Background: an optimization exercise with open tools, aiming at small area. Do not read the settings as production practice.
Function was checked by simulation only, so behaviour that the tests miss may differ from the original.
Power figures rest on the tool's default switching activity, not on a simulated workload.

==> flow/design.v <==
package dcache_pkg;
    localparam int NUM_LINES  = 16;
    localparam int LINE_BITS  = 128;
    localparam int LINE_BYTES = LINE_BITS / 8;
    localparam int ADDR_W     = 12;
    localparam int TAG_W      = 4;
    localparam int INDEX_W    = 4;
    localparam int OFFSET_W   = 4;
    typedef enum logic [1:0] {
        ST_IDLE      = 2'd0,
        ST_WRITEBACK = 2'd1,
        ST_REFILL    = 2'd2
    } state_t;
    localparam logic [1:0] SIZE_BYTE = 2'b00;
    localparam logic [1:0] SIZE_HALF = 2'b01;
    localparam logic [1:0] SIZE_WORD = 2'b10;
    function automatic logic [LINE_BYTES-1:0] byte_mask(input logic [1:0]          size,
                                                        input logic [OFFSET_W-1:0] offset);
        logic [LINE_BYTES-1:0] mask;
        case (size)
            SIZE_BYTE: mask = 16'h0001 << offset;
            SIZE_HALF: mask = 16'h0003 << {offset[3:1], 1'b0};
            default:   mask = 16'h000F << {offset[3:2], 2'b00};
        endcase
        byte_mask = mask;
    endfunction
endpackage
import dcache_pkg::*;
module dcache_line_array
(
    input  logic                  clk,
    input  logic                  reset,
    input  logic [INDEX_W-1:0]    i_index,
    input  logic                  i_be_we,
    input  logic [LINE_BYTES-1:0] i_be_mask,
    input  logic [LINE_BITS-1:0]  i_be_data,
    input  logic                  i_fill_we,
    input  logic [TAG_W-1:0]      i_fill_tag,
    input  logic [LINE_BITS-1:0]  i_fill_data,
    input  logic                  i_clr_dirty,
    output logic                  o_valid,
    output logic                  o_dirty,
    output logic [TAG_W-1:0]      o_tag,
    output logic [LINE_BITS-1:0]  o_data
);
    logic [NUM_LINES-1:0] r_valid;
    logic [NUM_LINES-1:0] r_dirty;
    logic [TAG_W-1:0]     r_tag  [NUM_LINES];
    logic [LINE_BITS-1:0] r_data [NUM_LINES];
    assign o_valid = r_valid[i_index];
    assign o_dirty = r_dirty[i_index];
    assign o_tag   = r_tag[i_index];
    assign o_data  = r_data[i_index];
    always_ff @(posedge clk) begin
        if (reset) begin
            r_valid <= '0;
            r_dirty <= '0;
        end else if (i_fill_we) begin
            r_valid[i_index] <= 1'b1;
            r_dirty[i_index] <= 1'b0;
        end else if (i_be_we) begin
            r_dirty[i_index] <= 1'b1;
        end else if (i_clr_dirty) begin
            r_dirty[i_index] <= 1'b0;
        end
    end
    always_ff @(posedge clk) begin
        if (i_fill_we) begin
            r_tag[i_index]  <= i_fill_tag;
            r_data[i_index] <= i_fill_data;
        end else if (i_be_we) begin
            for (int b = 0; b < LINE_BYTES; b++) begin
                if (i_be_mask[b]) begin
                    r_data[i_index][b*8 +: 8] <= i_be_data[b*8 +: 8];
                end
            end
        end
    end
endmodule
import dcache_pkg::*;
module dcache_controller
(
    input  logic                 clk,
    input  logic                 reset,
    input  logic                 dcache_read_req,
    input  logic                 dcache_write_req,
    input  logic [ADDR_W-1:0]    dcache_addr,
    input  logic [31:0]          dcache_write_data,
    input  logic [1:0]           mem_size,
    input  logic                 mem_unsigned,
    output logic [31:0]          dcache_read_data,
    output logic                 dcache_hit,
    output logic                 dcache_stall,
    output logic                 mem_req,
    output logic                 mem_we,
    output logic [ADDR_W-1:0]    mem_addr,
    output logic [LINE_BITS-1:0] mem_wdata,
    input  logic [LINE_BITS-1:0] mem_rdata,
    input  logic                 mem_ready
);
    dcache_pkg::state_t       r_state;
    logic                     r_mem_req;
    logic                     r_mem_we;
    logic [ADDR_W-1:0]        r_mem_addr;
    logic [ADDR_W-1:OFFSET_W] r_miss_line;
    logic                  w_idle;
    logic                  w_req;
    logic                  w_is_load;
    logic                  w_hit;
    logic [INDEX_W-1:0]    w_arr_index;
    logic                  w_line_valid;
    logic                  w_line_dirty;
    logic [TAG_W-1:0]      w_line_tag;
    logic [LINE_BITS-1:0]  w_line_data;
    logic                  w_be_we;
    logic [LINE_BYTES-1:0] w_be_mask;
    logic [LINE_BITS-1:0]  w_be_data;
    logic                  w_fill_we;
    logic                  w_clr_dirty;
    logic [31:0]           w_word;
    logic [15:0]           w_half;
    logic [7:0]            w_byte;
    logic [31:0]           w_load_ext;
    assign w_idle    = (r_state == ST_IDLE);
    assign w_req     = dcache_read_req | dcache_write_req;
    assign w_is_load = dcache_read_req & ~dcache_write_req;
    assign w_arr_index = w_idle ? dcache_addr[7:4] : r_miss_line[7:4];
    assign w_hit       = w_line_valid & (w_line_tag == dcache_addr[11:8]);
    assign w_be_we     = ~reset & w_idle & dcache_write_req & w_hit;
    assign w_be_mask   = dcache_pkg::byte_mask(mem_size, dcache_addr[3:0]);
    assign w_fill_we   = ~reset & (r_state == ST_REFILL) & mem_ready;
    assign w_clr_dirty = ~reset & (r_state == ST_WRITEBACK) & mem_ready;
    dcache_line_array u_line_array (
        .clk         (clk),
        .reset       (reset),
        .i_index     (w_arr_index),
        .i_be_we     (w_be_we),
        .i_be_mask   (w_be_mask),
        .i_be_data   (w_be_data),
        .i_fill_we   (w_fill_we),
        .i_fill_tag  (r_miss_line[11:8]),
        .i_fill_data (mem_rdata),
        .i_clr_dirty (w_clr_dirty),
        .o_valid     (w_line_valid),
        .o_dirty     (w_line_dirty),
        .o_tag       (w_line_tag),
        .o_data      (w_line_data)
    );
    assign w_word = w_line_data[{dcache_addr[3:2], 5'b0} +: 32];
    assign w_half = w_word[{dcache_addr[1], 4'b0} +: 16];
    assign w_byte = w_word[{dcache_addr[1:0], 3'b0} +: 8];
    always_comb begin
        w_load_ext = w_word;
        w_be_data  = {4{dcache_write_data}};
        case (mem_size)
            SIZE_BYTE: begin
                w_load_ext = mem_unsigned ? {24'b0, w_byte} : {{24{w_byte[7]}}, w_byte};
                w_be_data  = {16{dcache_write_data[7:0]}};
            end
            SIZE_HALF: begin
                w_load_ext = mem_unsigned ? {16'b0, w_half} : {{16{w_half[15]}}, w_half};
                w_be_data  = {8{dcache_write_data[15:0]}};
            end
            default: ;
        endcase
    end
    assign dcache_read_data = (~reset & w_idle & w_is_load & w_hit) ? w_load_ext : 32'b0;
    assign dcache_hit       = ~reset & w_req & w_hit;
    assign dcache_stall     = ~reset & ((w_idle & w_req & ~w_hit) | ~w_idle);
    always_ff @(posedge clk) begin
        if (reset) begin
            r_state     <= ST_IDLE;
            r_mem_req   <= 1'b0;
            r_mem_we    <= 1'b0;
            r_mem_addr  <= '0;
            r_miss_line <= '0;
        end else begin
            case (r_state)
                ST_IDLE: begin
                    if (w_req && !w_hit) begin
                        r_miss_line <= dcache_addr[11:4];
                        r_mem_req   <= 1'b1;
                        if (w_line_valid && w_line_dirty) begin
                            r_state    <= ST_WRITEBACK;
                            r_mem_we   <= 1'b1;
                            r_mem_addr <= {w_line_tag, dcache_addr[7:4], 4'b0};
                        end else begin
                            r_state    <= ST_REFILL;
                            r_mem_we   <= 1'b0;
                            r_mem_addr <= {dcache_addr[11:4], 4'b0};
                        end
                    end
                end
                ST_WRITEBACK: begin
                    if (mem_ready) begin
                        r_state    <= ST_REFILL;
                        r_mem_we   <= 1'b0;
                        r_mem_addr <= {r_miss_line, 4'b0};
                    end
                end
                ST_REFILL: begin
                    if (mem_ready) begin
                        r_state   <= ST_IDLE;
                        r_mem_req <= 1'b0;
                        r_mem_we  <= 1'b0;
                    end
                end
                default: begin
                    r_state   <= ST_IDLE;
                    r_mem_req <= 1'b0;
                    r_mem_we  <= 1'b0;
                end
            endcase
        end
    end
    assign mem_req   = r_mem_req;
    assign mem_we    = r_mem_we;
    assign mem_addr  = r_mem_addr;
    assign mem_wdata = w_line_data;
endmodule
==> flow/run.sh <==
#!/bin/bash
# synth_recipe.tcl (not shown) runs the flow's synth.tcl, then flattens the netlist and writes it again
# the make line also repeats each setting of config.mk as NAME=value (left out here)
make -C /OpenROAD-flow-scripts/flow DESIGN_CONFIG=/design/flow/config.mk WORK_HOME=/design/flow/orfs CLKGATE_MAP_FILE= SYNTH_SCRIPT=/design/flow/synth_recipe.tcl finish
==> flow/config.mk <==
export PLATFORM = sky130hd
export DESIGN_NAME = dcache_controller
export DESIGN_NICKNAME = dcache_controller
export VERILOG_FILES = /design/flow/design.v
export SDC_FILE = /design/flow/constraint.sdc
export NUM_CORES = 4
export LEC_CHECK = 0
export CAP_MARGIN = 20
export CORE_MARGIN = 2
export CORE_UTILIZATION = 30
export SLEW_MARGIN = 20
==> flow/constraint.sdc <==
create_clock -name core_clock -period 9.0 [get_ports {clk}]
set_input_delay 1.8000 -clock core_clock [delete_from_list [all_inputs] [get_ports {clk}]]
set_output_delay 1.8000 -clock core_clock [all_outputs]
set_load 0.01 [all_outputs]
==> flow_metrics.py <==
metrics = {
    "clock_tree": {
        "clock_path_buffers": 4,
        "clk_pin_slew_ns": 0.06,
        "htreeDepth": 4,
        "cts_buffers": 225,
        "hold_buffers": 0,
        "clkSinkCount": 2164,
        "cts_root_buffer": "clkbuf_16",
        "worstSkewPairLatency_ns": 0.93,
        "cts_tree": "built",
    },
    "floorplan": {
        "core.rowCount": 203,
        "die-area_um2": 312000,
        "coreArea_um2": 306000,
        "die_y_um": 558,
        "die_w_um": 558,
        "io_pins": 356,
        "start_util": 0.301,
    },
    "power_and_ir_drop": {
        "switchingPower_mw": 11.4,
        "p_int_mw": 20.4,
        "max-vdd-ir-drop_uv": 210,
        "clock_power_share": 0.292,
        "seqPwrFrac": 0.358,
        "leakagePower_nw": 36.3,
        "power.density_nw_per_um2": 293,
        "swShare": 0.359,
        "pwr-share-comb": 0.350,
    },
    "sta": {
        "slew_viol_final": 0,
        "setup_viol": 0,
        "clock_skew_ns": 0.0859,
        "setup_tns_ns": 0,
        "min_period_ns": 8.81,
        "finalHoldViolCount": 0,
        "fmax_ghz": 0.113,
        "min_period_over_period": 0.979,
        "rsz0062_at_grt": "no",
        "holdWs_ns": 0.475,
        "slew_headroom": 0.199,
        "worst_pin_slew_ns": 1.20,
    },
    "drt": {
        "avgViaCountPerCell": 5.40,
        "drt-initial-drc-count": 8290,
        "drc": 0,
        "drt_pre_antenna_iters": 6,
        "drt-wirelength-per-cell_um": 27.8,
        "dr_total_vias": 62500,
        "wl_um": 322000,
        "ant_nets": 0,
    },
    "place": {
        "gp_congestion": 0.922,
        "portBuffers": 351,
        "numPlacedInstances": 11200,
        "place_hpwl_um": 217000,
    },
    "grt": {
        "gr-total-overflow": 0,
        "met3_usage": 0.0451,
        "use_met2": 0.304,
        "grt_pass1_vias": 59000,
        "antenna_found_initial": 25,
        "grt_max_degree": 115,
        "grtUsageMet1": 0.257,
        "grt_pass1_wl_um": 443000,
        "track_usage": 0.199,
        "grt-busiest-layer": "met2",
    },
    "synthesis": {
        "ys.flop_type": "edfxtp_1",
        "ys_async_sr_fraction": 0,
        "syn-cell-area_um2": 92200,
        "synthCells": 6945,
        "yosysSeqAreaShare": 0.699,
        "yosysWarnings": 2,
        "synth_edf_count": 2112,
        "yosys_register_bits": 2164,
        "syn_area_per_cell_um2": 13.3,
        "ys_types": 72,
    },
    "critical_path": {
        "crit_type": "input port to output pin",
        "r2r_cells": 12,
        "crit_arrival_ns": 7.01,
        "regToRegSetupSlack_ns": 2.23,
        "reg2reg_to": "u_line_array.r_data[15][30]$_DFFE_PP_",
        "cp.required_ns": 7.20,
        "worstSetupEndpointType": "output pin",
        "start_kind": "input port",
        "crit_fanout": 78,
        "crit-reg2reg-launch": "r_state[0]$_SDFFE_PP0P_",
    },
    "layout": {
        "final_layout_size_suffix_gt1_frac": 0.122,
        "final_nets": 7482,
        "fill_cells": 29400,
        "register_area_um2": 64500,
        "multi_input_area_um2": 25700,
        "syn2layout_area_growth_pct": 17.6,
        "layoutNonFillerInstCount": 11600,
    },
    "min_path": {
        "hold_class": "flop to flop",
        "holdPathEnd": "u_line_array.r_valid[4]$_SDFFE_PP0P_",
        "min_from": "u_line_array.r_valid[4]$_SDFFE_PP0P_",
        "worstHoldPathCells": 2,
    },
    "outcome": {
        "status": "no timing/DRC/antenna violations",
    },
    "run": {
        "drv_cap": 0,
    },
}
[per-stage QoR]
step / power [mW] / setup slack, ns / area, µm² / utilization
4_1_cts: 31.7 / 0.128 / 108000 / 0.354
2_1_floorplan: 17.2 / 2.43 / 92200 / -
5_1_grt: 32.8 / 0.0789 / 108000 / 0.355
6_report: 31.8 / 0.187 / 108000 / 0.355
3_5_place_dp: 22.5 / -0.107 / 101000 / 0.331
3_3_place_gp: 22.4 / -0.156 / 101000 / 0.330
[timing repair]
item | CTS | global route
buffers inserted | 0 | 0
gates resized for setup | 2 | 3
cloned | 0 | 0
endpoints found under the setup margin | 2 | 17
[synthesized netlist by cell type (40+ instances only)]
cell | instances | area (µm²)
a21oi_1 | 139 | 696
nand3_1 | 680 | 3400
edfxtp_1 | 2112 | 63400
and2_1 | 49 | 307
nor2_1 | 348 | 1310
mux4_2 | 89 | 2000
a311oi_1 | 75 | 657
mux2i_1 | 382 | 3820
nor2b_1 | 71 | 444
buf_2 | 117 | 586
o21ai_0 | 92 | 460
a31oi_1 | 172 | 1080
nand2_1 | 1512 | 5680
dfxtp_1 | 52 | 1040
clkbuf_1 | 283 | 1060
buf_1 | 42 | 158
a221oi_1 | 40 | 350
and3_1 | 99 | 619
o22ai_1 | 57 | 357
mux2_2 | 148 | 1670
[layout make-up]
cell class / instances / area share
Sequential cell: 2164 / 0.595
Timing Repair Buffer: 611 / 0.0533
Tap cell: 4100 / 0.0473
Clock buffer: 280 / 0.0550
Antenna cell: 13 / 0.000300
Multi-Input combinational cell: 4260 / 0.237
Clock inverter: 123 / 0.0116
Inverter: 32 / 0.00133
[metal layers]
metal	vias to the layer above	routed length (µm)
met5	-	13
met4	2	22500
met3	728	32100
met2	3512	144000
met1	31600	124000
li1	26700	-
[critical path, cell delays in order]
cell and delay, ns:
clkdlybuf4s50_1 0.65, mux2_8 0.59, inv_8 0.40, buf_12 0.31
buf_4 0.45, nand2_1 0.10, nand3_1 0.11, nand3_1 0.08
a31oi_1 0.22, buf_4 0.19, mux4_2 0.33, nor2_1 0.07
nor3_1 0.34, o311a_1 0.50, clkdlybuf4s50_1 0.62
[layout by cell type (no fill, tap or decap), drive strengths merged, types with 51 or more instances in the layout]
cell type / synthesis / layout
nand2: 1513 / 1513
dfxtp: 52 / 52
nor2: 350 / 350
nor2b: 71 / 71
mux2: 151 / 151
and3: 99 / 99
o22ai: 57 / 57
clkdlybuf4s50: 0 / 345
o21ai: 95 / 95
edfxtp: 2112 / 2112
clkbuf: 283 / 280
nand3: 680 / 680
a311oi: 75 / 75
a21oi: 139 / 139
a31oi: 172 / 172
and2: 51 / 51
mux4: 89 / 89
clkinv: 1 / 83
mux2i: 383 / 383
buf: 209 / 266
[flip-flops by register name (all words and copies together), names as in the netlist, named ones only]
name and flops:
r_miss_line 8, r_mem_addr 8, u_line_array.r_data 2048, r_mem_we 1
r_mem_req 1, u_line_array.r_tag 64, u_line_array.r_valid 16, r_state 2
[cells by family after synthesis]
family | Yosys count | synth area share
flops | 2164 | 0.699
xor+xnor | 5 | 0.000475
compound gates | 762 | 0.0559
other cells | 1 | 0.0000407
fa+ha+maj | 8 | 0.00109
mux | 623 | 0.0819
buf+inv | 524 | 0.0256
simple gates | 2858 | 0.136
[power groups by stage]
stage | sequential, mW | clock (mW) | combinational [mW]
2_1_floorplan | 11.5 | 0 | 5.66
3_3_place_gp | 11.6 | 0 | 10.8
3_5_place_dp | 11.6 | 0 | 10.9
4_1_cts | 11.4 | 9.36 | 11.0
5_1_grt | 11.4 | 9.75 | 11.6
6_report | 11.4 | 9.30 | 11.1
[worst max-delay path by stage]
stage / from / to / slack, ns / cells past startpoint
after floorplan: dcache_addr[5] / dcache_read_data[0] / 2.43 / 16
after global placement: dcache_addr[5] / dcache_read_data[4] / -0.16 / 15
after detailed placement: dcache_addr[5] / dcache_read_data[4] / -0.11 / 15
after CTS: dcache_addr[5] / dcache_read_data[30] / 0.13 / 13
after global routing: dcache_addr[5] / dcache_read_data[11] / 0.08 / 14
final: dcache_addr[5] / dcache_read_data[3] / 0.19 / 15

[re-timing with driven ports]
How much do the figures lean on ideal ports? The routed layout below was timed once more, with nothing changed but the port constraints.
Step 1 sets driving cells, clkbuf_16 on the clock port and buf_2 on the other inputs (assumed; they add their load-dependent delay and slew).
Step 2 also shifts input and output timing later by t, the mid clock arrival at the registers, as if the neighbouring blocks saw the same clock.
a / b / c = no drivers / after step 1 / after step 2; a / b = the first two.
shift t [ns]: 0.980
slack for setup (ns): 0.187 / 0.162 / 0.162
worst setup path at the end: input to output
slew at the worst register clock pin (ns): 0.07 / 0.07
worst data-port slew with drivers (ns): 0.29
After both steps this run still meets setup and hold. For this run, drivers alone change the setup slack by -0.025 ns; drivers and shift together by -0.025 ns.
